This is an optimization exercise on Yosys and OpenROAD, whose aim is small area, not a production implementation. The RTL of this run was laid out without a check of its function. Power is estimated from default activity; no workload was simulated.

===== flow/design.v =====
`timescale 1ns/1ps
`default_nettype none
package id_pkg;
    localparam int REG_W      = 32;
    localparam int REG_ADDR_W = 5;
    localparam int ALUOP_W    = 8;   
    localparam int ALUSEL_W   = 3;
    localparam logic [REG_ADDR_W-1:0] LINK_REG = 5'd31;   
    localparam logic [5:0] OP_SPECIAL = 6'h00;
    localparam logic [5:0] OP_J       = 6'h02;
    localparam logic [5:0] OP_JAL     = 6'h03;
    localparam logic [5:0] OP_BEQ     = 6'h04;
    localparam logic [5:0] OP_BNE     = 6'h05;
    localparam logic [5:0] OP_BLEZ    = 6'h06;
    localparam logic [5:0] OP_BGTZ    = 6'h07;
    localparam logic [5:0] OP_ADDI    = 6'h08;
    localparam logic [5:0] OP_ADDIU   = 6'h09;
    localparam logic [5:0] OP_SLTI    = 6'h0a;
    localparam logic [5:0] OP_SLTIU   = 6'h0b;
    localparam logic [5:0] OP_ANDI    = 6'h0c;
    localparam logic [5:0] OP_ORI     = 6'h0d;
    localparam logic [5:0] OP_XORI    = 6'h0e;
    localparam logic [5:0] OP_LUI     = 6'h0f;
    localparam logic [5:0] FN_SLL  = 6'h00;
    localparam logic [5:0] FN_SRL  = 6'h02;
    localparam logic [5:0] FN_SRA  = 6'h03;
    localparam logic [5:0] FN_SLLV = 6'h04;
    localparam logic [5:0] FN_SRLV = 6'h06;
    localparam logic [5:0] FN_SRAV = 6'h07;
    localparam logic [5:0] FN_JR   = 6'h08;
    localparam logic [5:0] FN_JALR = 6'h09;
    localparam logic [5:0] FN_ADD  = 6'h20;
    localparam logic [5:0] FN_ADDU = 6'h21;
    localparam logic [5:0] FN_SUB  = 6'h22;
    localparam logic [5:0] FN_SUBU = 6'h23;
    localparam logic [5:0] FN_AND  = 6'h24;
    localparam logic [5:0] FN_OR   = 6'h25;
    localparam logic [5:0] FN_XOR  = 6'h26;
    localparam logic [5:0] FN_NOR  = 6'h27;
    localparam logic [5:0] FN_SLT  = 6'h2a;
    localparam logic [5:0] FN_SLTU = 6'h2b;
    localparam logic [ALUSEL_W-1:0] SEL_NOP    = 3'd0;
    localparam logic [ALUSEL_W-1:0] SEL_LOGIC  = 3'd1;
    localparam logic [ALUSEL_W-1:0] SEL_SHIFT  = 3'd2;
    localparam logic [ALUSEL_W-1:0] SEL_ARITH  = 3'd3;
    localparam logic [ALUSEL_W-1:0] SEL_JUMP   = 3'd4;
    localparam logic [ALUSEL_W-1:0] SEL_BRANCH = 3'd5;
endpackage
`default_nettype wire
`timescale 1ns/1ps
`default_nettype none
module inst_classify (
    input  logic [31:0] inst_i,
    output logic [7:0]  aluop_o,
    output logic [2:0]  alusel_o,
    output logic        reg1_read_o,
    output logic        reg2_read_o,
    output logic        need_sa_o,     
    output logic [4:0]  shamt_o,
    output logic [31:0] imm_o,         
    output logic [4:0]  wd_o,
    output logic        wreg_o,
    output logic        is_jump_o,
    output logic        is_branch_o
);
    logic [5:0] op;
    logic [5:0] fn;
    logic [4:0] f_rt;
    logic [4:0] f_rd;
    logic [4:0] f_sa;
    logic [15:0] f_imm16;
    logic [25:0] f_index26;
    logic       is_nop;
    logic       r_type;
    logic       i_type;
    logic       j_type;
    logic       is_logic;
    logic       is_shift;
    logic       is_arith;
    logic       is_jump;
    logic       is_branch;
    logic       is_jr;
    logic       is_jal;
    logic       is_beq_bne;
    logic       wreg_pre;
    logic [4:0] dest;
    assign op        = inst_i[31:26];
    assign fn        = inst_i[5:0];
    assign f_rt      = inst_i[20:16];
    assign f_rd      = inst_i[15:11];
    assign f_sa      = inst_i[10:6];
    assign f_imm16   = inst_i[15:0];
    assign f_index26 = inst_i[25:0];
    assign is_nop    = (inst_i == '0);   
    always_comb begin
        r_type    = 1'b0;
        i_type    = 1'b0;
        j_type    = 1'b0;
        is_logic  = 1'b0;
        is_shift  = 1'b0;
        is_arith  = 1'b0;
        is_jump   = 1'b0;
        is_branch = 1'b0;
        if (op == id_pkg::OP_SPECIAL && !is_nop) begin
            r_type = 1'b1;
            case (fn)
                id_pkg::FN_AND, id_pkg::FN_OR, id_pkg::FN_XOR, id_pkg::FN_NOR:                      is_logic = 1'b1;
                id_pkg::FN_SLL, id_pkg::FN_SRL, id_pkg::FN_SRA, id_pkg::FN_SLLV, id_pkg::FN_SRLV, id_pkg::FN_SRAV: is_shift = 1'b1;
                id_pkg::FN_ADD, id_pkg::FN_ADDU, id_pkg::FN_SUB, id_pkg::FN_SUBU, id_pkg::FN_SLT, id_pkg::FN_SLTU: is_arith = 1'b1;
                id_pkg::FN_JR, id_pkg::FN_JALR:                                     is_jump  = 1'b1;
                default:                                            r_type   = 1'b0;
            endcase
        end else begin
            case (op)
                id_pkg::OP_ANDI, id_pkg::OP_ORI, id_pkg::OP_XORI, id_pkg::OP_LUI: begin
                    i_type   = 1'b1;
                    is_logic = 1'b1;
                end
                id_pkg::OP_ADDI, id_pkg::OP_ADDIU, id_pkg::OP_SLTI, id_pkg::OP_SLTIU: begin
                    i_type   = 1'b1;
                    is_arith = 1'b1;
                end
                id_pkg::OP_BEQ, id_pkg::OP_BNE, id_pkg::OP_BLEZ, id_pkg::OP_BGTZ: begin
                    i_type    = 1'b1;
                    is_branch = 1'b1;
                end
                id_pkg::OP_J, id_pkg::OP_JAL: begin
                    j_type  = 1'b1;
                    is_jump = 1'b1;
                end
                default: ;   
            endcase
        end
    end
    assign is_jr      = r_type && fn == id_pkg::FN_JR;
    assign is_jal     = j_type && op == id_pkg::OP_JAL;
    assign is_beq_bne = i_type && (op == id_pkg::OP_BEQ || op == id_pkg::OP_BNE);
    always_comb begin
        if (r_type) begin
            dest = f_rd;
        end else if (is_jal) begin
            dest = id_pkg::LINK_REG;
        end else if (i_type) begin
            dest = f_rt;
        end else begin
            dest = '0;
        end
    end
    assign wreg_pre = (r_type && !is_jr) || (i_type && !is_branch) || is_jal;
    always_comb begin
        if (is_logic) begin
            alusel_o = id_pkg::SEL_LOGIC;
        end else if (is_shift) begin
            alusel_o = id_pkg::SEL_SHIFT;
        end else if (is_arith) begin
            alusel_o = id_pkg::SEL_ARITH;
        end else if (is_jump) begin
            alusel_o = id_pkg::SEL_JUMP;
        end else if (is_branch) begin
            alusel_o = id_pkg::SEL_BRANCH;
        end else begin
            alusel_o = id_pkg::SEL_NOP;
        end
    end
    assign aluop_o = r_type            ? {2'b01, fn} :
                     (i_type || j_type) ? {2'b00, op} : '0;
    assign reg1_read_o = r_type || i_type;
    assign reg2_read_o = r_type || is_beq_bne;
    assign need_sa_o   = r_type && (fn == id_pkg::FN_SLL || fn == id_pkg::FN_SRL || fn == id_pkg::FN_SRA);
    assign shamt_o     = r_type ? f_sa : '0;
    assign imm_o = i_type ? {16'h0, f_imm16} :
                   j_type ? {6'h0, f_index26} : '0;
    assign wd_o        = dest;
    assign wreg_o      = wreg_pre && dest != '0;   
    assign is_jump_o   = is_jump;
    assign is_branch_o = is_branch;
endmodule
`default_nettype wire
`timescale 1ns/1ps
`default_nettype none
module operand_select (
    input  logic [7:0]  aluop_i,
    input  logic [2:0]  alusel_i,
    input  logic        reg1_read_i,
    input  logic        reg2_read_i,
    input  logic        need_sa_i,
    input  logic [4:0]  shamt_i,
    input  logic [31:0] imm_i,
    input  logic [4:0]  wd_i,
    input  logic        wreg_i,
    input  logic        is_jump_i,
    input  logic        is_branch_i,
    input  logic [31:0] rf_data1_i,
    input  logic [31:0] rf_data2_i,
    input  logic        oitf_match_i,   
    output logic [7:0]  aluop_o,
    output logic [2:0]  alusel_o,
    output logic [31:0] reg1_o,
    output logic [31:0] reg2_o,
    output logic [4:0]  wd_o,
    output logic        wreg_o,        
    output logic [31:0] offset_o,
    output logic        pc_flush_o
);
    logic        nop_sel;
    logic [31:0] reg1_pre;
    logic [31:0] reg2_pre;
    assign nop_sel = (alusel_i == id_pkg::SEL_NOP);
    always_comb begin
        if (need_sa_i) begin
            reg1_pre = {27'h0, shamt_i};
        end else if (reg1_read_i) begin
            reg1_pre = rf_data1_i;
        end else begin
            reg1_pre = imm_i;
        end
    end
    assign reg2_pre = reg2_read_i ? rf_data2_i : imm_i;
    assign reg1_o = nop_sel ? '0 : reg1_pre;
    assign reg2_o = nop_sel ? '0 : reg2_pre;
    assign aluop_o    = aluop_i;
    assign alusel_o   = alusel_i;
    assign wd_o       = wd_i;
    assign wreg_o     = wreg_i && !oitf_match_i;
    assign offset_o   = is_branch_i ? imm_i : '0;   
    assign pc_flush_o = is_jump_i || is_branch_i;
endmodule
`default_nettype wire
`timescale 1ns/1ps
`default_nettype none
module regfile (
    input  logic        clk,
    input  logic        rst_n_i,
    input  logic [4:0]  raddr1_i,
    input  logic [4:0]  raddr2_i,
    output logic [31:0] rdata1_o,
    output logic [31:0] rdata2_o,
    input  logic        we_i,
    input  logic [4:0]  waddr_i,
    input  logic [31:0] wdata_i
);
    localparam int NUM_REGS = 32;
    logic [31:0] regs [NUM_REGS];
    always_ff @(posedge clk) begin
        if (!rst_n_i) begin
            for (int i = 0; i < NUM_REGS; i++) begin
                regs[i] <= '0;
            end
        end else if (we_i && waddr_i != '0) begin   
            regs[waddr_i] <= wdata_i;
        end
    end
    assign rdata1_o = regs[raddr1_i];
    assign rdata2_o = regs[raddr2_i];
endmodule
`default_nettype wire
`timescale 1ns/1ps
`default_nettype none
module id_ex_reg (
    input  logic        clk,
    input  logic        rst_n_i,
    input  logic        stall_i,
    input  logic [31:0] pc_i,
    input  logic [7:0]  aluop_i,
    input  logic [2:0]  alusel_i,
    input  logic [31:0] reg1_i,
    input  logic [31:0] reg2_i,
    input  logic [4:0]  wd_i,
    input  logic        wreg_i,
    input  logic [31:0] offset_i,
    input  logic        pc_flush_i,
    output logic [31:0] ex_pc_o,
    output logic [7:0]  ex_aluop_o,
    output logic [2:0]  ex_alusel_o,
    output logic [31:0] ex_reg1_o,
    output logic [31:0] ex_reg2_o,
    output logic [4:0]  ex_wd_o,
    output logic        ex_wreg_o,
    output logic [31:0] ex_offset_o,
    output logic        ex_pc_flush_o
);
    always_ff @(posedge clk) begin
        if (!rst_n_i) begin
            ex_pc_o       <= '0;
            ex_aluop_o    <= '0;
            ex_alusel_o   <= id_pkg::SEL_NOP;
            ex_reg1_o     <= '0;
            ex_reg2_o     <= '0;
            ex_wd_o       <= '0;
            ex_wreg_o     <= 1'b0;
            ex_offset_o   <= '0;
            ex_pc_flush_o <= 1'b0;
        end else if (!stall_i) begin   
            ex_pc_o       <= pc_i;
            ex_aluop_o    <= aluop_i;
            ex_alusel_o   <= alusel_i;
            ex_reg1_o     <= reg1_i;
            ex_reg2_o     <= reg2_i;
            ex_wd_o       <= wd_i;
            ex_wreg_o     <= wreg_i;
            ex_offset_o   <= offset_i;
            ex_pc_flush_o <= pc_flush_i;
        end
    end
endmodule
`default_nettype wire
`timescale 1ns/1ps
`default_nettype none
module mips_id_top (
    input  logic        clk,
    input  logic        rst_n_i,
    input  logic [31:0] inst_i,
    input  logic [31:0] pc_i,
    input  logic        stall_i,
    input  logic        oitf_match_i,
    input  logic        wb_we_i,
    input  logic [4:0]  wb_addr_i,
    input  logic [31:0] wb_data_i,
    output logic [31:0] ex_pc_o,
    output logic [7:0]  ex_aluop_o,
    output logic [2:0]  ex_alusel_o,
    output logic [31:0] ex_reg1_o,
    output logic [31:0] ex_reg2_o,
    output logic [4:0]  ex_wd_o,
    output logic        ex_wreg_o,
    output logic [31:0] ex_offset_o,
    output logic        ex_pc_flush_o
);
    logic [31:0] rf_data1;
    logic [31:0] rf_data2;
    logic [7:0]  dec_aluop;
    logic [2:0]  dec_alusel;
    logic        dec_reg1_read;
    logic        dec_reg2_read;
    logic        dec_need_sa;
    logic [4:0]  dec_shamt;
    logic [31:0] dec_imm;
    logic [4:0]  dec_wd;
    logic        dec_wreg;
    logic        dec_is_jump;
    logic        dec_is_branch;
    logic [7:0]  ex_aluop;
    logic [2:0]  ex_alusel;
    logic [31:0] ex_reg1;
    logic [31:0] ex_reg2;
    logic [4:0]  ex_wd;
    logic        ex_wreg;
    logic [31:0] ex_offset;
    logic        ex_pc_flush;
    inst_classify inst_classify_inst (
        .inst_i      (inst_i),
        .aluop_o     (dec_aluop),
        .alusel_o    (dec_alusel),
        .reg1_read_o (dec_reg1_read),
        .reg2_read_o (dec_reg2_read),
        .need_sa_o   (dec_need_sa),
        .shamt_o     (dec_shamt),
        .imm_o       (dec_imm),
        .wd_o        (dec_wd),
        .wreg_o      (dec_wreg),
        .is_jump_o   (dec_is_jump),
        .is_branch_o (dec_is_branch)
    );
    regfile regfile_inst (
        .clk      (clk),
        .rst_n_i  (rst_n_i),
        .raddr1_i (inst_i[25:21]),
        .raddr2_i (inst_i[20:16]),
        .rdata1_o (rf_data1),
        .rdata2_o (rf_data2),
        .we_i     (wb_we_i),
        .waddr_i  (wb_addr_i),
        .wdata_i  (wb_data_i)
    );
    operand_select operand_select_inst (
        .aluop_i      (dec_aluop),
        .alusel_i     (dec_alusel),
        .reg1_read_i  (dec_reg1_read),
        .reg2_read_i  (dec_reg2_read),
        .need_sa_i    (dec_need_sa),
        .shamt_i      (dec_shamt),
        .imm_i        (dec_imm),
        .wd_i         (dec_wd),
        .wreg_i       (dec_wreg),
        .is_jump_i    (dec_is_jump),
        .is_branch_i  (dec_is_branch),
        .rf_data1_i   (rf_data1),
        .rf_data2_i   (rf_data2),
        .oitf_match_i (oitf_match_i),
        .aluop_o      (ex_aluop),
        .alusel_o     (ex_alusel),
        .reg1_o       (ex_reg1),
        .reg2_o       (ex_reg2),
        .wd_o         (ex_wd),
        .wreg_o       (ex_wreg),
        .offset_o     (ex_offset),
        .pc_flush_o   (ex_pc_flush)
    );
    id_ex_reg id_ex_reg_inst (
        .clk           (clk),
        .rst_n_i       (rst_n_i),
        .stall_i       (stall_i),
        .pc_i          (pc_i),
        .aluop_i       (ex_aluop),
        .alusel_i      (ex_alusel),
        .reg1_i        (ex_reg1),
        .reg2_i        (ex_reg2),
        .wd_i          (ex_wd),
        .wreg_i        (ex_wreg),
        .offset_i      (ex_offset),
        .pc_flush_i    (ex_pc_flush),
        .ex_pc_o       (ex_pc_o),
        .ex_aluop_o    (ex_aluop_o),
        .ex_alusel_o   (ex_alusel_o),
        .ex_reg1_o     (ex_reg1_o),
        .ex_reg2_o     (ex_reg2_o),
        .ex_wd_o       (ex_wd_o),
        .ex_wreg_o     (ex_wreg_o),
        .ex_offset_o   (ex_offset_o),
        .ex_pc_flush_o (ex_pc_flush_o)
    );
endmodule
`default_nettype wire

===== flow/run.sh =====
#!/bin/bash
# synth_recipe.tcl (not shown) runs the flow's synth.tcl, then flattens the netlist and writes it again
# the make line also repeats each setting of config.mk as NAME=value (left out here)
make -C /OpenROAD-flow-scripts/flow DESIGN_CONFIG=/design/flow/config.mk WORK_HOME=/design/flow/orfs CLKGATE_MAP_FILE= SYNTH_SCRIPT=/design/flow/synth_recipe.tcl finish

===== flow/config.mk =====
export PLATFORM = sky130hd
export DESIGN_NAME = mips_id_top
export DESIGN_NICKNAME = mips_id_top
export VERILOG_FILES = /design/flow/design.v
export SDC_FILE = /design/flow/constraint.sdc
export NUM_CORES = 4
export LEC_CHECK = 0
export CAP_MARGIN = 20
export CORE_MARGIN = 2
export CORE_UTILIZATION = 40
export SLEW_MARGIN = 20

===== flow/constraint.sdc =====
create_clock -name core_clock -period 3.5 [get_ports {clk}]
set_input_delay 0.7000 -clock core_clock [delete_from_list [all_inputs] [get_ports {clk}]]
set_output_delay 0.7000 -clock core_clock [all_outputs]
set_load 0.01 [all_outputs]

==> notes.md <==
-- routing by layer --
layer	wire, um	vias to the layer above	GRT usage [%]
met3	22440	350	6.217
met1	81140	19920	37.00
met4	7192	6	9.126
met2	97870	2332	43.34
met5	45	-	0
li1	-	15380	-
-- power groups by stage --
stage	logic (W)	registers, W	clock network (W)
floorplan	0.00237	0.0164	0
global placement	0.00401	0.0164	0
detailed placement	0.00402	0.0164	0
CTS	0.00404	0.0162	0.0134
global route	0.00420	0.0162	0.0139
finish	0.00406	0.0162	0.0133
-- logic make-up after synthesis --
kind of cell | Yosys count
mux | 741
flops | 1163
buf+inv | 423
other cells | 1
compound gates | 272
simple gates | 1266
-- cell usage in the layout (no fill, tap or decap), types with 12 or more instances in the layout --
cell,netlist,routed
a21oi_1,14,14
a221oi_1,17,17
a22oi_1,76,76
and2_1,995,995
and3_1,13,13
buf_12,0,75
buf_4,37,197
clkbuf_1,262,20
clkbuf_16,0,124
clkbuf_8,0,23
clkdlybuf4s50_1,0,230
clkinv_1,0,14
clkinv_2,0,31
conb_1,1,39
dfxtp_1,139,139
edfxtp_1,1024,1024
mux2i_1,155,155
mux4_2,585,585
nand2_1,64,63
nand3_1,12,12
nor2_1,118,86
nor2_4,0,32
o21ai_0,46,16
o21ai_1,56,56
o21ai_4,0,30
o22ai_1,13,13
-- worst paths after layout --
kind	start	endpoint	slack (ns)
worst max-delay path	id_ex_reg_inst.ex_reg1_o[24]	ex_reg1_o[24]	0.75
worst min-delay path	id_ex_reg_inst.ex_reg2_o[28]	id_ex_reg_inst.ex_reg2_o[28]	0.45
worst max register to register	regfile_inst.regs[22][3]	id_ex_reg_inst.ex_reg1_o[3]	1.12
worst min register to register	id_ex_reg_inst.ex_reg2_o[28]	id_ex_reg_inst.ex_reg2_o[28]	0.45
-- registers in the layout, indices dropped and copies added (netlist names) --
register                      cells
regfile_inst.regs              1024
id_ex_reg_inst.ex_pc_o           32
id_ex_reg_inst.ex_reg1_o         32
id_ex_reg_inst.ex_reg2_o         32
id_ex_reg_inst.ex_offset_o       26
id_ex_reg_inst.ex_aluop_o         7
id_ex_reg_inst.ex_wd_o            5
id_ex_reg_inst.ex_alusel_o        3
id_ex_reg_inst.ex_pc_flush_o      1
id_ex_reg_inst.ex_wreg_o          1
-- stage by stage --
stage | hold slack (ns) | cell area, um^2 | instances | TNS [ns] | setup WS (ns)
floorplan | 0.4709 | 59730 | 3904 | -438.62 | -0.7335
global placement | 0.4370 | 66080 | 5929 | 0 | 0.1142
detailed placement | 0.4456 | 66200 | 5934 | 0 | 0.2348
CTS | 0.4544 | 70280 | 6165 | 0 | 0.6918
global route | 0.4642 | 70290 | 6167 | 0 | 0.7147
finish | 0.4531 | 70310 | 6175 | 0 | 0.7518
-- cell type report --
| cell class | instances | area (um^2) | area share, % |
|---|---|---|---|
| inverters | 10 | 40.04 | 0.05695 |
| diodes | 9 | 22.52 | 0.03203 |
| clock buffers | 170 | 3517 | 5.002 |
| well taps | 1930 | 2415 | 3.435 |
| repair buffers | 514 | 5489 | 7.807 |
| flip-flops and latches | 1163 | 33530 | 47.69 |
| clock inverters | 61 | 554.3 | 0.7884 |
| multi-input cells | 2318 | 24740 | 35.19 |
==> notes.md <==
Max-cap violations=0; Slew HR=29.36%; Layout Nets=4234; Hold-fix buffers, CTS=0; Net Switching=0.008282 W; xor and xnor area share after synthesis=0%; CTS sink cnt=1163; Comb pwr share=12.1%; cell chain of the critical path=clkdlybuf4s50_1; CP Class=reg2out; hold path depth=2; postcts setup bufs=0; slowest cell delay on critical path=0.70 ns; cell family with the largest share of critical-path delay=buffers and inverters; Detail Route Antenna Nets=0; CTS tree=yes; Clock Skews=0.03538 ns; Post-Synthesis Mean Instance Area=15.41 um^2; critical path depth=1; DRC errors left=0; largest cells by area after synthesis=edfxtp_1, mux4_2, and2_1; DR pass1 iterations=5; ys async rst share=0%; total CTS buffers=121; hold crit path type=reg2reg; critical path peak fanout=3; final WL=208700 um; vias in the first global route=37.45k; num ports=252; Clk Latency, worst-skew pair=0.78 ns; distinct cell type count after synthesis=59; CP bufs+invs=1; fin crit period=2.748 ns; Netlist Area Pre-Place=59590 um^2; total gr overflow=0; most common cell in the netlist=edfxtp_1; Compound-Gate Fraction of Synth Area=3.011%; post-synthesis register bit count=1163; top cell type by total area after synthesis=edfxtp_1; Final setup violation count=0; die area=152100 um^2; port bufs=244; crit path DAT=2.05 ns; largest net degree at the start of global routing=76; synth cell count leaders=edfxtp_1, and2_1, mux4_2; Critical Path Sink Type=output pin; Int Pwr=0.02525 W; WL/cell=33.80 um; LEAKAGE=24.20 nW; post-synthesis simple-gate area fraction=12.53%; first-pass GRT wire length=290200 um; Sw Share=24.70%; largest family of logic cells by synthesized area=multiplexers; Post-synth EDFFs=1024; Initial DRC Count=5538; PD cells=476.9 nW/um^2; status=no timing/DRC/antenna violations; Clock transition at path regs=0.06 ns; Mapped Cells=3866; initial antenna violation count=21; clock network power share=39.7%; slowest CP cell=clkdlybuf4s50_1; site row count=141; Final Hold Vio Count=0; RSZ-0062 raised after global routing=no; Vias/cell=6.153; post_cts resized=0; DIE HEIGHT=390.0 um; Area growth syn-to-layout=17.99%; core footprint=147800 um^2; Root Buffer=clkbuf_16; dpl hpwl=131200 um; Critical Path RT=2.80 ns; H-tree depth=3; mux cell area share after synthesis=24.73%; R2R cell count=6; fill cell count=12.54k; Slew Viols, Final=0; post-layout util=47.56%; Placer Congestion=0.8716; Max IR drop VDD=0.4320 mV; Max Freq=363.9 MHz; total power=0.03353 W; synth warn=4; Reg power frac=48.2%; share of cells above drive strength 1=27.05%; Tcrit/Tclk final=78.52%; share of Yosys cell area claimed by the top area cell type=51.60%; Initial Util=40.31%; ys flop type=edfxtp_1; CTS Buffer Depth=3; die width=390.0 um; via count=37.99k; crit path launch type=flop; Worst Tran Pin Value=1.056 ns; sequential area share after synthesis=56.27%; Total GRT Usage=27.25%; Post-Synth Adder-Cell Area=0%

-- afterwards: timing with drivers on the ports --
The flow's constraints put no driver on any port. The routed layout listed below was extracted and timed again, unchanged, in two steps.
Step 1: set_driving_cell puts a clkbuf_16 on clk and a buf_2 on each other input, an assumption about the parent block.
Step 2, shift: input delay + t, output delay - t, t = (earliest + latest rising clock arrival at the registers) / 2. This alone moves slack from input paths to output paths.
Three values: ideal ports, drivers, drivers and shift; two values: the first two.
shift t [ns]: 0.841
setup slack, ns: 0.752 / 0.668 / 0.215
worst hold slack (ns): 0.453 / 0.453 / 0.453
worst setup path after step 2: input to register
After both steps this run still meets setup and hold. The setup slack of this run moves by -0.084 ns with the drivers and by -0.537 ns with both steps.
